Source: an optimization exercise on an open RTL-to-GDS flow (aim: small area and a short achievable clock period). Production flows keep margins and buffers that such runs may drop. The RTL of this run was laid out without a check of its function. Power and IR drop assume default switching activity.

==> design/flow/flow/run.sh <==
#!/bin/bash
# Layout: the standard flow with two changes to how cells are picked.
#  - The port buffers use the smallest buffer cell instead of the one
#    buffer_ports picks by itself; timing repair resizes the critical ones.
#  - Slow wide OR/NOR cells (three or four series PMOS) are added to the
#    platform's don't-use list, so mapping and repair build the wide ORs of
#    the forwarding logic from NAND/AOI stages instead.
set -euo pipefail
export BUFFER_PORTS_ARGS="-buffer_cell sky130_fd_sc_hd__buf_1"
plat=$(make -s -C "$FLOW_HOME" DESIGN_CONFIG="$PWD/config.mk" WORK_HOME="$PWD/orfs" \
       print-DONT_USE_CELLS 2> print_dont_use.log | sed -n 's/^DONT_USE_CELLS: //p')
slow=""
for c in or3_1 or3_2 or3_4 or3b_1 or3b_2 or3b_4 or4_1 or4_2 or4_4 or4b_1 or4b_2 or4b_4 \
         or4bb_1 or4bb_2 or4bb_4 nor4_1 nor4_2 nor4_4 nor4b_1 nor4b_2 nor4b_4 nor4bb_1 \
         nor4bb_2 nor4bb_4 a2111o_1 a2111o_2 a2111o_4 a2111oi_0 a2111oi_1 a2111oi_2 \
         a2111oi_4 o2111a_1 o2111a_2 o2111a_4 o2111ai_1 o2111ai_2 o2111ai_4; do
  slow="$slow sky130_fd_sc_hd__$c"
done
echo "DONT_USE_CELLS=$plat$slow" > dont_use.txt
bash standard.sh "DONT_USE_CELLS=$plat$slow" synth > synth.log 2>&1
bash standard.sh "DONT_USE_CELLS=$plat$slow" finish > layout.log 2>&1
==> design/flow/standard.sh <==
#!/bin/bash
# synth_recipe.tcl (not shown) runs the flow's synth.tcl, then flattens the netlist and writes it again
# the make line also repeats each setting of config.mk as NAME=value (left out here)
make -C /OpenROAD-flow-scripts/flow DESIGN_CONFIG=/design/flow/config.mk WORK_HOME=/design/flow/orfs CLKGATE_MAP_FILE= SYNTH_SCRIPT=/design/flow/synth_recipe.tcl "${@:-finish}"
==> design/flow/config.mk <==
export PLATFORM = sky130hd
export DESIGN_NAME = store_buffer
export DESIGN_NICKNAME = store_buffer
export VERILOG_FILES = /design/flow/design.v
export SDC_FILE = /design/flow/constraint.sdc
export NUM_CORES = 4
export LEC_CHECK = 0
export CAP_MARGIN = 20
export CORE_MARGIN = 2
export CORE_UTILIZATION = 35
export CTS_BUF_LIST = sky130_fd_sc_hd__clkbuf_16
export CTS_CLUSTER_DIAMETER = 120
export CTS_CLUSTER_SIZE = 25
export PLACE_DENSITY = 0.5
export SETUP_SLACK_MARGIN = 3.0
export SLEW_MARGIN = 20
export SYNTH_HIERARCHICAL = 1
export TNS_END_PERCENT = 2
==> design/flow/constraint.sdc <==
create_clock -name core_clock -period 10.0 [get_ports {clk}]
set_input_delay 2.0000 -clock core_clock [delete_from_list [all_inputs] [get_ports {clk}]]
set_output_delay 2.0000 -clock core_clock [all_outputs]
set_load 0.01 [all_outputs]
==> design/flow/design.v <==
package lsu_pkg;
    localparam int xlen = 32;
    localparam int mask_bits = 4;
    localparam int rob_id_bits = 4;
    localparam int pr_bits = 6;
    typedef enum logic [2:0] {
        load_f3_lb  = 3'b000,
        load_f3_lh  = 3'b001,
        load_f3_lw  = 3'b010,
        load_f3_lbu = 3'b100,
        load_f3_lhu = 3'b101
    } load_funct3_e;
    typedef union packed {
        logic [xlen-1:0]  word;
        logic [3:0][7:0]  bytes;
        logic [1:0][15:0] halves;
    } load_word_u;
endpackage
`timescale 1ns/1ps
module sb_xnor2 (input logic a, b, output logic y);
    assign y = ~(a ^ b);
endmodule
module sb_nand2 (input logic a, b, output logic y);
    assign y = ~(a & b);
endmodule
module sb_nand4 (input logic a, b, c, d, output logic y);
    assign y = ~(a & b & c & d);
endmodule
module sb_nor2 (input logic a, b, output logic y);
    assign y = ~(a | b);
endmodule
module sb_and2 (input logic a, b, output logic y);
    assign y = a & b;
endmodule
module sb_a22oi (input logic a1, a2, b1, b2, output logic y);
    assign y = ~((a1 & a2) | (b1 & b2));
endmodule
module sb_a21o (input logic a1, a2, b1, output logic y);
    assign y = (a1 & a2) | b1;
endmodule
module sb_a221o (input logic a1, a2, b1, b2, c1, output logic y);
    assign y = (a1 & a2) | (b1 & b2) | c1;
endmodule
module sb_o21a (input logic a1, a2, b1, output logic y);
    assign y = (a1 | a2) & b1;
endmodule
module sb_a22o (input logic a1, a2, b1, b2, output logic y);
    assign y = (a1 & a2) | (b1 & b2);
endmodule
module sb_nand3 (input logic a, b, c, output logic y);
    assign y = ~(a & b & c);
endmodule
module sb_a211o (input logic a1, a2, b1, c1, output logic y);
    assign y = (a1 & a2) | b1 | c1;
endmodule
module sb_hold #(
    parameter int w = 1
) (
    input  logic         en,
    input  logic         hold,
    input  logic [w-1:0] d,
    input  logic [w-1:0] q,
    output logic [w-1:0] y
);
    for (genvar k = 0; k < w; k++) begin : g_bit
        sb_a22o i_m (.a1(en), .a2(d[k]), .b1(hold), .b2(q[k]), .y(y[k]));
    end
endmodule
module sb_and3 (input logic a, b, c, output logic y);
    assign y = a & b & c;
endmodule
module sb_a222oi (input logic a1, a2, b1, b2, c1, c2, output logic y);
    assign y = ~((a1 & a2) | (b1 & b2) | (c1 & c2));
endmodule
module sb_sel8 (
    input  logic [7:0] sel,
    input  logic [7:0] d,
    output logic       y
);
    logic [3:0] t;
    sb_a222oi i_t0 (.a1(sel[0]), .a2(d[0]), .b1(sel[1]), .b2(d[1]), .c1(sel[2]), .c2(d[2]), .y(t[0]));
    sb_a222oi i_t1 (.a1(sel[3]), .a2(d[3]), .b1(sel[4]), .b2(d[4]), .c1(sel[5]), .c2(d[5]), .y(t[1]));
    sb_nand2  i_t2 (.a(sel[6]), .b(d[6]), .y(t[2]));
    sb_nand2  i_t3 (.a(sel[7]), .b(d[7]), .y(t[3]));
    sb_nand4  i_y  (.a(t[0]), .b(t[1]), .c(t[2]), .d(t[3]), .y(y));
endmodule
module sb_and4 (input logic a, b, c, d, output logic y);
    assign y = a & b & c & d;
endmodule
module sb_o22ai (input logic a1, a2, b1, b2, output logic y);
    assign y = ~((a1 | a2) & (b1 | b2));
endmodule
`timescale 1ns/1ps
module sb_entry_cmp (
    input  logic [29:0] entry_addr,
    input  logic [29:0] addr,
    output logic        neq_c,
    output logic [1:0]  neq_l,
    output logic        neq_k
);
    logic [29:0] x;      
    logic [7:0]  g;      
    logic [3:0]  h;      
    for (genvar j = 0; j < 30; j++) begin : g_bit
        sb_xnor2 i_x (.a(entry_addr[j]), .b(addr[j]), .y(x[j]));
    end
    for (genvar j = 0; j < 8; j++) begin : g_g
        if (j < 7) begin : g_n4
            sb_nand4 i_g (.a(x[4*j]), .b(x[4*j+1]), .c(x[4*j+2]), .d(x[4*j+3]), .y(g[j]));
        end else begin : g_n2
            sb_nand2 i_g (.a(x[28]), .b(x[29]), .y(g[j]));
        end
    end
    for (genvar j = 0; j < 4; j++) begin : g_h
        sb_nor2 i_h (.a(g[2*j]), .b(g[2*j+1]), .y(h[j]));
    end
    sb_nand4 i_neq_c (.a(h[0]), .b(h[1]), .c(h[2]), .d(h[3]), .y(neq_c));
    sb_nand4 i_neq_l0 (.a(h[0]), .b(h[1]), .c(h[2]), .d(h[3]), .y(neq_l[0]));
    sb_nand4 i_neq_l1 (.a(h[0]), .b(h[1]), .c(h[2]), .d(h[3]), .y(neq_l[1]));
    sb_nand4 i_neq_k  (.a(h[0]), .b(h[1]), .c(h[2]), .d(h[3]), .y(neq_k));
endmodule
module sb_cover #(
    parameter int sq_depth = 8
) (
    input  logic [sq_depth-1:0]      neq,
    input  logic [sq_depth-1:0][3:0] nlv,
    output logic [3:0][1:0]          none
);
    logic [3:0][3:0] p;      
    for (genvar b = 0; b < 4; b++) begin : g_lane
        for (genvar j = 0; j < 4; j++) begin : g_pair
            sb_o22ai i_p (.a1(neq[2*j]), .a2(nlv[2*j][b]), .b1(neq[2*j+1]), .b2(nlv[2*j+1][b]),
                          .y(p[b][j]));
        end
        sb_nor2 i_n0 (.a(p[b][0]), .b(p[b][1]), .y(none[b][0]));
        sb_nor2 i_n1 (.a(p[b][2]), .b(p[b][3]), .y(none[b][1]));
    end
endmodule
module sb_miss (
    input  logic [3:0][1:0] none,
    input  logic [3:0]      load_lanes,
    output logic            sel_load,
    output logic            sel_head
);
    logic [3:0] v;       
    for (genvar b = 0; b < 4; b++) begin : g_lane
        sb_nand3 i_v (.a(load_lanes[b]), .b(none[b][0]), .c(none[b][1]), .y(v[b]));
    end
    sb_nand4 i_load (.a(v[0]), .b(v[1]), .c(v[2]), .d(v[3]), .y(sel_load));
    sb_and4  i_head (.a(v[0]), .b(v[1]), .c(v[2]), .d(v[3]), .y(sel_head));
endmodule
`timescale 1ns/1ps
module dcache_arbiter #(
    parameter int aw = 30
) (
    input  logic          load_head,
    input  logic [3:0]    sel_load,      
    input  logic [3:0]    sel_head,
    input  logic          busy,
    input  logic          sq_nonempty,
    input  logic [aw-1:0] load_addr,
    input  logic [3:0]    load_mask,
    input  logic [aw-1:0] head_addr,
    input  logic [3:0]    head_mask,
    output logic          load_req,
    output logic [aw-1:0] req_addr,
    output logic [3:0]    rmask,
    output logic [3:0]    wmask
);
    logic [3:0] rmask_q, wmask_q;
    assign rmask_q = load_mask & {4{!busy && load_head}};
    assign wmask_q = head_mask & {4{!busy && sq_nonempty}};
    assign load_req = sel_load[3];
    for (genvar k = 0; k < aw; k++) begin : g_addr
        sb_a22o i_a (.a1(load_addr[k]), .a2(sel_load[k/10]), .b1(head_addr[k]), .b2(sel_head[k/10]),
                     .y(req_addr[k]));
    end
    for (genvar k = 0; k < 4; k++) begin : g_mask
        sb_and2 i_r (.a(rmask_q[k]), .b(sel_load[3]), .y(rmask[k]));
        sb_and2 i_w (.a(wmask_q[k]), .b(sel_head[3]), .y(wmask[k]));
    end
endmodule
`timescale 1ns/1ps
module sb_lane #(
    parameter int sq_depth = 8
) (
    input  logic [sq_depth-1:0]      neq,
    input  logic [sq_depth-1:0]      nlv,
    input  logic [sq_depth-1:0][7:0] data,
    input  logic [7:0]               cache,
    input  logic                     cache_sel,
    output logic [7:0]               merged
);
    logic [1:0][sq_depth-1:0] hit;
    for (genvar i = 0; i < sq_depth; i++) begin : g_hit
        sb_nor2 i_h0 (.a(neq[i]), .b(nlv[i]), .y(hit[0][i]));
        sb_nor2 i_h1 (.a(neq[i]), .b(nlv[i]), .y(hit[1][i]));
    end
    for (genvar k = 0; k < 8; k++) begin : g_bit
        logic [7:0] n;
        logic [1:0] p;
        for (genvar i = 0; i < 8; i++) begin : g_entry
            sb_nand2 i_n (.a(data[i][k]), .b(hit[k/4][i]), .y(n[i]));
        end
        sb_nand4 i_p0 (.a(n[0]), .b(n[1]), .c(n[2]), .d(n[3]), .y(p[0]));
        sb_nand4 i_p1 (.a(n[4]), .b(n[5]), .c(n[6]), .d(n[7]), .y(p[1]));
        sb_a211o i_m  (.a1(cache[k]), .a2(cache_sel), .b1(p[0]), .c1(p[1]), .y(merged[k]));
    end
endmodule
module sb_ext (
    input  logic [3:0] top_bits,
    input  logic [3:0] sel,
    output logic       ext
);
    assign ext = |(top_bits & sel);
endmodule
module load_align #(
    parameter int sq_depth = 8
) (
    input  logic [1:0][sq_depth-1:0]  neq,       
    input  logic [sq_depth-1:0][3:0]  nlv,
    input  logic [sq_depth-1:0][31:0] data,
    input  logic [31:0]               cache_rdata,
    input  logic [3:0]                cache_sel,
    input  logic [1:0]                addr_low,
    input  logic [2:0]                funct3,
    output logic [31:0]               result
);
    logic [31:0] merged;
    logic [3:0][sq_depth-1:0]      lane_nlv;
    logic [3:0][sq_depth-1:0][7:0] lane_data;
    for (genvar b = 0; b < 4; b++) begin : g_lane
        for (genvar i = 0; i < sq_depth; i++) begin : g_entry
            assign lane_nlv[b][i] = nlv[i][b];
            assign lane_data[b][i] = data[i][8*b +: 8];
        end
        sb_lane #(.sq_depth(sq_depth)) i_lane (
            .neq     (neq[b/2]),
            .nlv     (lane_nlv[b]),
            .data    (lane_data[b]),
            .cache   (cache_rdata[8*b +: 8]),
            .cache_sel (cache_sel[b]),
            .merged  (merged[8*b +: 8])
        );
    end
    logic is_word, is_half, is_byte, sign_ext;
    logic [1:0] lo_sel, sign_lane;
    logic [3:0] lo_oh, sign_sel;
    logic       s1, s3, sx;
    assign is_word   = funct3[1];
    assign is_half   = !funct3[1] && funct3[0];
    assign is_byte   = !funct3[1] && !funct3[0];
    assign sign_ext  = !funct3[2];
    assign lo_sel    = is_word ? 2'b00 : (is_half ? {addr_low[1], 1'b0} : addr_low);
    assign lo_oh     = 4'b0001 << lo_sel;
    assign sign_lane = is_half ? {addr_low[1], 1'b1} : lo_sel;
    assign sign_sel  = (sign_ext && !is_word) ? (4'b0001 << sign_lane) : 4'b0000;
    assign s1        = is_word || (is_half && !addr_low[1]);
    assign s3        = is_half && addr_low[1];
    assign sx        = is_byte;
    logic [3:1] ext;
    for (genvar k = 1; k < 4; k++) begin : g_ext
        sb_ext i_ext (
            .top_bits ({merged[31], merged[23], merged[15], merged[7]}),
            .sel      (sign_sel),
            .ext      (ext[k])
        );
    end
    for (genvar k = 0; k < 8; k++) begin : g_res
        logic [3:0] t;
        for (genvar l = 0; l < 4; l++) begin : g_lo
            sb_nand2 i_t (.a(lo_oh[l]), .b(merged[8*l+k]), .y(t[l]));
        end
        sb_nand4 i_r0 (.a(t[0]), .b(t[1]), .c(t[2]), .d(t[3]), .y(result[k]));
        logic u0, u1, u2;
        sb_nand2 i_u0 (.a(s1), .b(merged[8+k]),  .y(u0));
        sb_nand2 i_u1 (.a(s3), .b(merged[24+k]), .y(u1));
        sb_nand2 i_u2 (.a(sx), .b(ext[1]),       .y(u2));
        sb_nand3 i_r1 (.a(u0), .b(u1), .c(u2), .y(result[8+k]));
        sb_a22o  i_r2 (.a1(is_word), .a2(merged[16+k]), .b1(!is_word), .b2(ext[2]), .y(result[16+k]));
        sb_a22o  i_r3 (.a1(is_word), .a2(merged[24+k]), .b1(!is_word), .b2(ext[3]), .y(result[24+k]));
    end
endmodule
`timescale 1ns/1ps
module store_buffer #(
    parameter int sq_depth = 8
) (
    input  logic                            clk,
    input  logic                            rst,
    input  logic                            rob_flush,
    input  logic                            lsq_valid,
    input  logic                            lsq_ready,
    input  logic                            lsq_is_load,
    input  logic [lsu_pkg::xlen-1:0]        lsq_addr,
    input  logic [lsu_pkg::mask_bits-1:0]   lsq_mask,
    input  logic [lsu_pkg::xlen-1:0]        lsq_wdata,
    input  lsu_pkg::load_funct3_e           lsq_funct3,
    input  logic [lsu_pkg::rob_id_bits-1:0] lsq_rob_id,
    input  logic [lsu_pkg::pr_bits-1:0]     lsq_pr_dest,
    input  logic [lsu_pkg::rob_id_bits-1:0] rob_head_id,
    output logic                            lsq_dequeue,
    output logic [lsu_pkg::xlen-1:0]        dcache_addr,
    output logic [lsu_pkg::mask_bits-1:0]   dcache_rmask,
    output logic [lsu_pkg::mask_bits-1:0]   dcache_wmask,
    output logic [lsu_pkg::xlen-1:0]        dcache_wdata,
    input  logic [lsu_pkg::xlen-1:0]        dcache_rdata,
    input  logic                            dcache_resp,
    output logic                            cdb_valid,
    output logic [lsu_pkg::rob_id_bits-1:0] cdb_rob_id,
    output logic [lsu_pkg::pr_bits-1:0]     cdb_pr_dest,
    output logic [lsu_pkg::xlen-1:0]        cdb_result,
    output logic                            store_done
);
    localparam int aw       = lsu_pkg::xlen - 2;
    logic [sq_depth-1:0][aw-1:0] q_addr;
    logic [sq_depth-1:0][3:0]    q_mask;
    logic [sq_depth-1:0][31:0]   q_data;
    logic [sq_depth-1:0][3:0]    q_live;
    logic [sq_depth-1:0]         q_valid;    
    logic [sq_depth-1:0]         head_oh;    
    localparam int ew = aw + 4 + 32 + 4;     
    logic [sq_depth-1:0][ew-1:0] q_ent;
    logic busy;         
    logic busy_load;    
    logic stale;        
    logic sq_full, sq_nonempty;
    assign sq_full     = q_valid[sq_depth-1];
    assign sq_nonempty = q_valid[0];
    assign head_oh     = q_valid & ~(q_valid >> 1);
    logic head_ok, is_store, store_accept, load_head;
    assign head_ok      = lsq_valid && lsq_ready;
    assign is_store     = head_ok && !lsq_is_load;
    assign load_head    = head_ok && lsq_is_load;
    assign store_accept = is_store && (lsq_rob_id == rob_head_id) && !sq_full;
    logic [sq_depth-1:0]      neq_c, neq_k;      
    logic [1:0][sq_depth-1:0] neq_l;
    logic [sq_depth-1:0][3:0] nlv;               
    logic [4:0]               sel_load, sel_head;     
    logic [3:0]               load_lanes;
    assign load_lanes = lsq_mask & {4{load_head}};
    logic [3:0][1:0]          fwd_none_h;
    logic [3:0]               fwd_none;
    for (genvar i = 0; i < sq_depth; i++) begin : g_entry
        sb_entry_cmp i_cmp (
            .entry_addr (q_addr[i]),
            .addr       (lsq_addr[lsu_pkg::xlen-1:2]),
            .neq_c      (neq_c[i]),
            .neq_l      ({neq_l[1][i], neq_l[0][i]}),
            .neq_k      (neq_k[i])
        );
    end
    sb_cover #(.sq_depth(sq_depth)) i_cover (
        .neq   (neq_c),
        .nlv   (nlv),
        .none  (fwd_none_h)
    );
    for (genvar i = 0; i < sq_depth; i++) begin : g_nlv
        assign nlv[i] = ~(q_live[i] & {4{q_valid[i]}});
    end
    for (genvar b = 0; b < 4; b++) begin : g_none
        assign fwd_none[b] = fwd_none_h[b][0] & fwd_none_h[b][1];
    end
    for (genvar c = 0; c < 5; c++) begin : g_miss
        sb_miss i_miss (
            .none      (fwd_none_h),
            .load_lanes (load_lanes),
            .sel_load   (sel_load[c]),
            .sel_head   (sel_head[c])
        );
    end
    logic load_req, issue_load, issue_store, resp_ok;
    logic [aw-1:0] req_addr;
    assign issue_load  = !busy && load_req;
    assign issue_store = !busy && !load_req && sq_nonempty;
    assign resp_ok     = busy && dcache_resp && !stale;
    logic sq_pop;
    assign sq_pop = resp_ok && !busy_load;
    always_ff @(posedge clk) begin
        if (rst) begin
            busy <= 1'b0;
        end else if (!busy) begin
            busy <= issue_load || issue_store;
        end else if (dcache_resp) begin
            busy <= 1'b0;
        end
    end
    logic [3:0] none_q;
    always_ff @(posedge clk) begin
        if (!busy) begin
            busy_load <= load_req;
            none_q    <= fwd_none;
        end
    end
    always_ff @(posedge clk) begin
        if (rst) begin
            stale <= 1'b0;
        end else if (rob_flush) begin
            stale <= 1'b1;
        end else if (dcache_resp) begin
            stale <= 1'b0;
        end
    end
    logic [aw-1:0] head_addr;
    logic [3:0]    head_mask;
    logic [31:0]   head_data;
    logic [aw+4+32-1:0][sq_depth-1:0] head_in;
    logic [aw+4+32-1:0]               head_q;
    for (genvar i = 0; i < sq_depth; i++) begin : g_head_in
        for (genvar k = 0; k < aw + 36; k++) begin : g_bit
            assign head_in[k][i] = q_ent[i][ew-1-(aw+36-1)+k];
        end
    end
    for (genvar k = 0; k < aw + 36; k++) begin : g_head
        sb_sel8 i_sel (.sel(head_oh), .d(head_in[k]), .y(head_q[k]));
    end
    assign {head_addr, head_mask, head_data} = head_q;
    dcache_arbiter #(.aw(aw)) i_arb (
        .load_head   (load_head),
        .sel_load    (sel_load[3:0]),
        .sel_head    (sel_head[3:0]),
        .busy        (busy),
        .sq_nonempty (sq_nonempty),
        .load_addr   (lsq_addr[lsu_pkg::xlen-1:2]),
        .load_mask   (lsq_mask),
        .head_addr   (head_addr),
        .head_mask   (head_mask),
        .load_req    (load_req),
        .req_addr    (req_addr),
        .rmask       (dcache_rmask),
        .wmask       (dcache_wmask)
    );
    assign dcache_addr  = {req_addr, 2'b00};
    assign dcache_wdata = head_data;
    always_ff @(posedge clk) begin
        if (rst) begin
            q_valid <= '0;
        end else begin
            case ({store_accept, sq_pop})
                2'b10:   q_valid <= {q_valid[sq_depth-2:0], 1'b1};
                2'b01:   q_valid <= q_valid >> 1;
                default: q_valid <= q_valid;
            endcase
        end
    end
    logic [sq_depth-1:0][ew-1:0] q_shift, q_next;
    logic                        accept_n;
    assign accept_n = !store_accept;
    for (genvar i = 0; i < sq_depth; i++) begin : g_ent
        assign q_ent[i] = {q_addr[i], q_mask[i], q_data[i], q_live[i]};
        if (i == 0) begin : g_in
            assign q_shift[i] = {lsq_addr[lsu_pkg::xlen-1:2], lsq_mask, lsq_wdata, lsq_mask};
        end else begin : g_up
            assign q_shift[i] = {q_addr[i-1], q_mask[i-1], q_data[i-1],
                                 q_live[i-1] & ~({4{!neq_k[i-1]}} & lsq_mask)};
        end
        sb_hold #(.w(ew)) i_hold (
            .en   (store_accept),
            .hold (accept_n),
            .d    (q_shift[i]),
            .q    (q_ent[i]),
            .y    (q_next[i])
        );
    end
    always_ff @(posedge clk) begin
        for (int i = 0; i < sq_depth; i++) begin
            {q_addr[i], q_mask[i], q_data[i], q_live[i]} <= q_next[i];
        end
    end
    load_align #(.sq_depth(sq_depth)) i_align (
        .neq         (neq_l),
        .nlv         (nlv),
        .data        (q_data),
        .cache_rdata (dcache_rdata),
        .cache_sel   (none_q & {4{resp_ok && busy_load}}),
        .addr_low    (lsq_addr[1:0]),
        .funct3      (lsq_funct3),
        .result      (cdb_result)
    );
    assign cdb_valid   = (load_head && sel_head[4]) || (resp_ok && busy_load);
    assign cdb_rob_id  = lsq_rob_id;
    assign cdb_pr_dest = lsq_pr_dest;
    assign store_done  = store_accept;
    assign lsq_dequeue = store_accept || cdb_valid;
endmodule
==> run notes <==
## area by class of cell
class                      count  share of cell area [%]
clock inverter                 3                  0.0824
timing repair buffer         275                    4.39
sequential                   575                    40.1
antenna                        1                 0.00867
clock buffer                  26                    2.25
multi-input combinational   2009                    48.9
tap                          959                    4.16
inverter                      12                   0.156
## stage by stage
| step | utilization (%) | cell area, sq um | setup WS, ns | setup TNS [ns] |
|---|---|---|---|---|
| floorplan | - | 25600 | -8.01 | -3590.75 |
| global placement | 38.2 | 27800 | 2.30 | 0 |
| CTS | 39.5 | 28700 | 2.93 | 0 |
| global route | 39.7 | 28900 | 2.93 | 0 |
| finish | 39.7 | 28900 | 3.04 | 0 |
| detailed placement | 38.2 | 27800 | 2.25 | 0 |
## worst max path at each step
| stage | slack, ns | to | depth (start not counted) |
|---|---|---|---|
| 4_1_cts | 2.93 | cdb_result[23] | 13 |
| 3_5_place_dp | 2.25 | dcache_addr[14] | 11 |
| 2_1_floorplan | -8.01 | q_valid[0]$_SDFFE_PP0P_ | 7 |
| 5_1_grt | 2.93 | cdb_result[15] | 15 |
| 6_report | 3.04 | dcache_addr[22] | 11 |
| 3_3_place_gp | 2.30 | dcache_addr[14] | 11 |
## layout by cell type (no fill, tap or decap), types with 18 or more instances in the layout
cell         n
a22o_1     606
dfxtp_1    569
nand2_1    488
xnor2_1    241
nand4_1    230
buf_1      196
a222oi_1   132
nor2_1      74
buf_4       48
nor2_2      34
a211o_1     32
buf_2       30
a21boi_0    28
nand3_1     28
clkbuf_16   26
and2_1      18
## registers in the layout, indices dropped and copies added, names as in the netlist
signal,flops
busy_load,1
q_valid,8
stale,1
q_addr,240
none_q,4
q_data,256
q_live,32
q_mask,32
busy,1
## worst max-delay path, cell delays in order
cell and delay [ns]:
buf_2 0.25, xnor2_1 0.19, nand4_1 0.23, nor2_1 0.43, nand4_1 0.37, o22ai_1 0.27
nor2_1 0.14, nand3_1 0.13, and4_2 0.49, a22o_1 0.26, buf_1 0.17
## metal layers
layer  GRT usage [%]  routed length, microns  vias to the layer above
met5               0                       0                        -
met4            7.07                    2570                        0
met3            2.84                    7350                      156
met2            38.4                   43800                     1080
met1            34.9                   43100                    12000
li1                -                       -                    10900
## power by group through the flow
stage          clock (mW)  sequential [mW]  combinational, mW
6_report             1.23             2.48              0.338
5_1_grt              1.34             2.50              0.364
4_1_cts              1.27             2.48              0.335
3_5_place_dp            0             2.53              0.328
3_3_place_gp            0             2.53              0.325
2_1_floorplan           0             2.50              0.215
## repair_timing
action	CTS	global route
gates cloned	0	0
resized for setup	58	32
hold endpoints to repair	0	0
buffers inserted	14	9
endpoints found under the setup margin	71	62
pin swaps	9	7
==> reports/qor.csv <==
stage,metric,value,unit
run_status,status,timing/DRC/antenna clean,
floorplan,Die ar.,75400,sq um
sta,Hold Slack,0.484,ns
clock_tree,"Reg clk slew, reported paths",0.10,ns
power_and_ir_drop,P_int,3.00,mW
power_and_ir_drop,Logic pwr share,8.3,%
synthesis,Post-Syn Area,25600,sq um
power_and_ir_drop,Clk pwr share,30.3,%
cells_and_area,area of the multi-input gates,14100,sq um
power_and_ir_drop,register share of total power,61.3,%
worst_hold_path,Min-Delay Endpoint,q_mask[29]$_DFF_P_,
detailed_routing,DR WL/cell,25.1,microns
worst_hold_path,hold crit path type,reg2reg,
sta,actual slew at the worst max-slew pin,1.09,ns
cells_and_area,final instance count without filler cells,3860,
global_routing,initial antenna violation count,1,
clock_tree,CTS H-tree lvls,1,
critical_path,CP Max Fanout,10,
detailed_routing,DRC,0,
critical_path,flop2flop setup slack,5.20,ns
critical_path,reg2reg start,q_valid[7]$_SDFFE_PP0P_,
global_routing,first-pass GRT wire length,142,mm
critical_path,Setup CP Type,in2out,
floorplan,Die X,275,microns
cells_and_area,Final nets,3024,
sta,Period minus WS final,6.96,ns
placed_design,post-detail-place hpwl,64.5,mm
sta,period utilization,69.6,%
critical_path,worst path arrival time,4.96,ns
sta,Max Slew Vio Count,0,
floorplan,row count,99,
critical_path,crit path from,lsq_addr[29],
clock_tree,CTS root buf,clkbuf_16,
global_routing,GRT Residual Overflow,0,
sta,unrepaired setup endpoints after global routing,yes,
detailed_routing,routed vias,24100,
critical_path,CP required,8.00,ns
power_and_ir_drop,switching part of the total,25.8,%
floorplan,die height,275,microns
clock_tree,TritonCTS Buffers,26,
placed_design,Final GP Congestion,0.927,
floorplan,I/O pin count,241,
critical_path,crit end category,output port,
worst_hold_path,hold_sp,q_mask[29]$_DFF_P_,
global_routing,gr usage total,24.4,%
synthesis,syn avg cell area,9.79,sq um
critical_path,Worst R2R End,q_data[57]$_DFF_P_,
detailed_routing,Vias/cell,6.24,
power_and_ir_drop,Tot Pwr,4.05,mW
detailed_routing,"wirelength, routed",96.8,mm
clock_tree,CTS sink cnt,575,
run,max_cap viols,0,
critical_path,Worst R2R Path Depth,7,
clock_tree,maximum root-to-sink buffer count,3,
power_and_ir_drop,switching pwr,1.04,mW
clock_tree,Clock Latency Late Sink,0.64,ns
sta,final hold viol count,0,
placed_design,port bufs,226,
detailed_routing,ANT nets after route,0,
power_and_ir_drop,maximum vdd ir drop,0.121,mV
worst_hold_path,Hold Crit Depth,1,
global_routing,largest net degree at the start of global routing,198,
global_routing,vias in the first global route,22200,
synthesis,Synthesis Warnings,7,
sta,Slew headroom,27.7,%
synthesis,Syn Inst Count,2618,
clock_tree,CTS tree,done,
power_and_ir_drop,Lkg Pwr,10.0,nW
clock_tree,# hold bufs at CTS,0,
floorplan,Initial Utilization,35.2,%
detailed_routing,First-pass DRT Iterations,8,
power_and_ir_drop,power per cell area,140,nW/um^2
critical_path,startpoint class of the critical path,input pin,
sta,# setup viols final,0,
sta,Final Skew,0.0422,ns
floorplan,Core ar.,72700,sq um
cells_and_area,FILL cells,7200,
cells_and_area,layout cell share with drive strength beyond 1,6.17,%
sta,maximum clock frequency,0.144,GHz
detailed_routing,initial DRC count,3508,
cells_and_area,FF+latch area,11600,sq um
cells_and_area,Area Overhead vs Synth,12.6,%
placed_design,dpl cells,3807,

-- separate check: timing with driven ports --
The results above use ideal ports. As a check the final layout listed here was re-extracted and re-timed, cells and wires unchanged. Step 1: set_driving_cell puts a clkbuf_16 on clk and a buf_2 on each other input, an assumption about the parent block. Step 2 also shifts input and output timing later by t, the mid clock arrival at the registers, as if the neighbouring blocks saw the same clock. Slacks: no drivers / after step 1 / after step 2; pairs: no drivers / after step 1.
t, ns: 0.680
setup slack, ns: 3.036 / 3.012 / 3.012
slew at the worst register clock pin (ns): 0.11 / 0.11
worst data-port slew with drivers (ns): 0.07
After both steps setup and hold are still met in this run. The setup slack of this run moves by -0.024 ns with the drivers and by -0.024 ns with both steps.
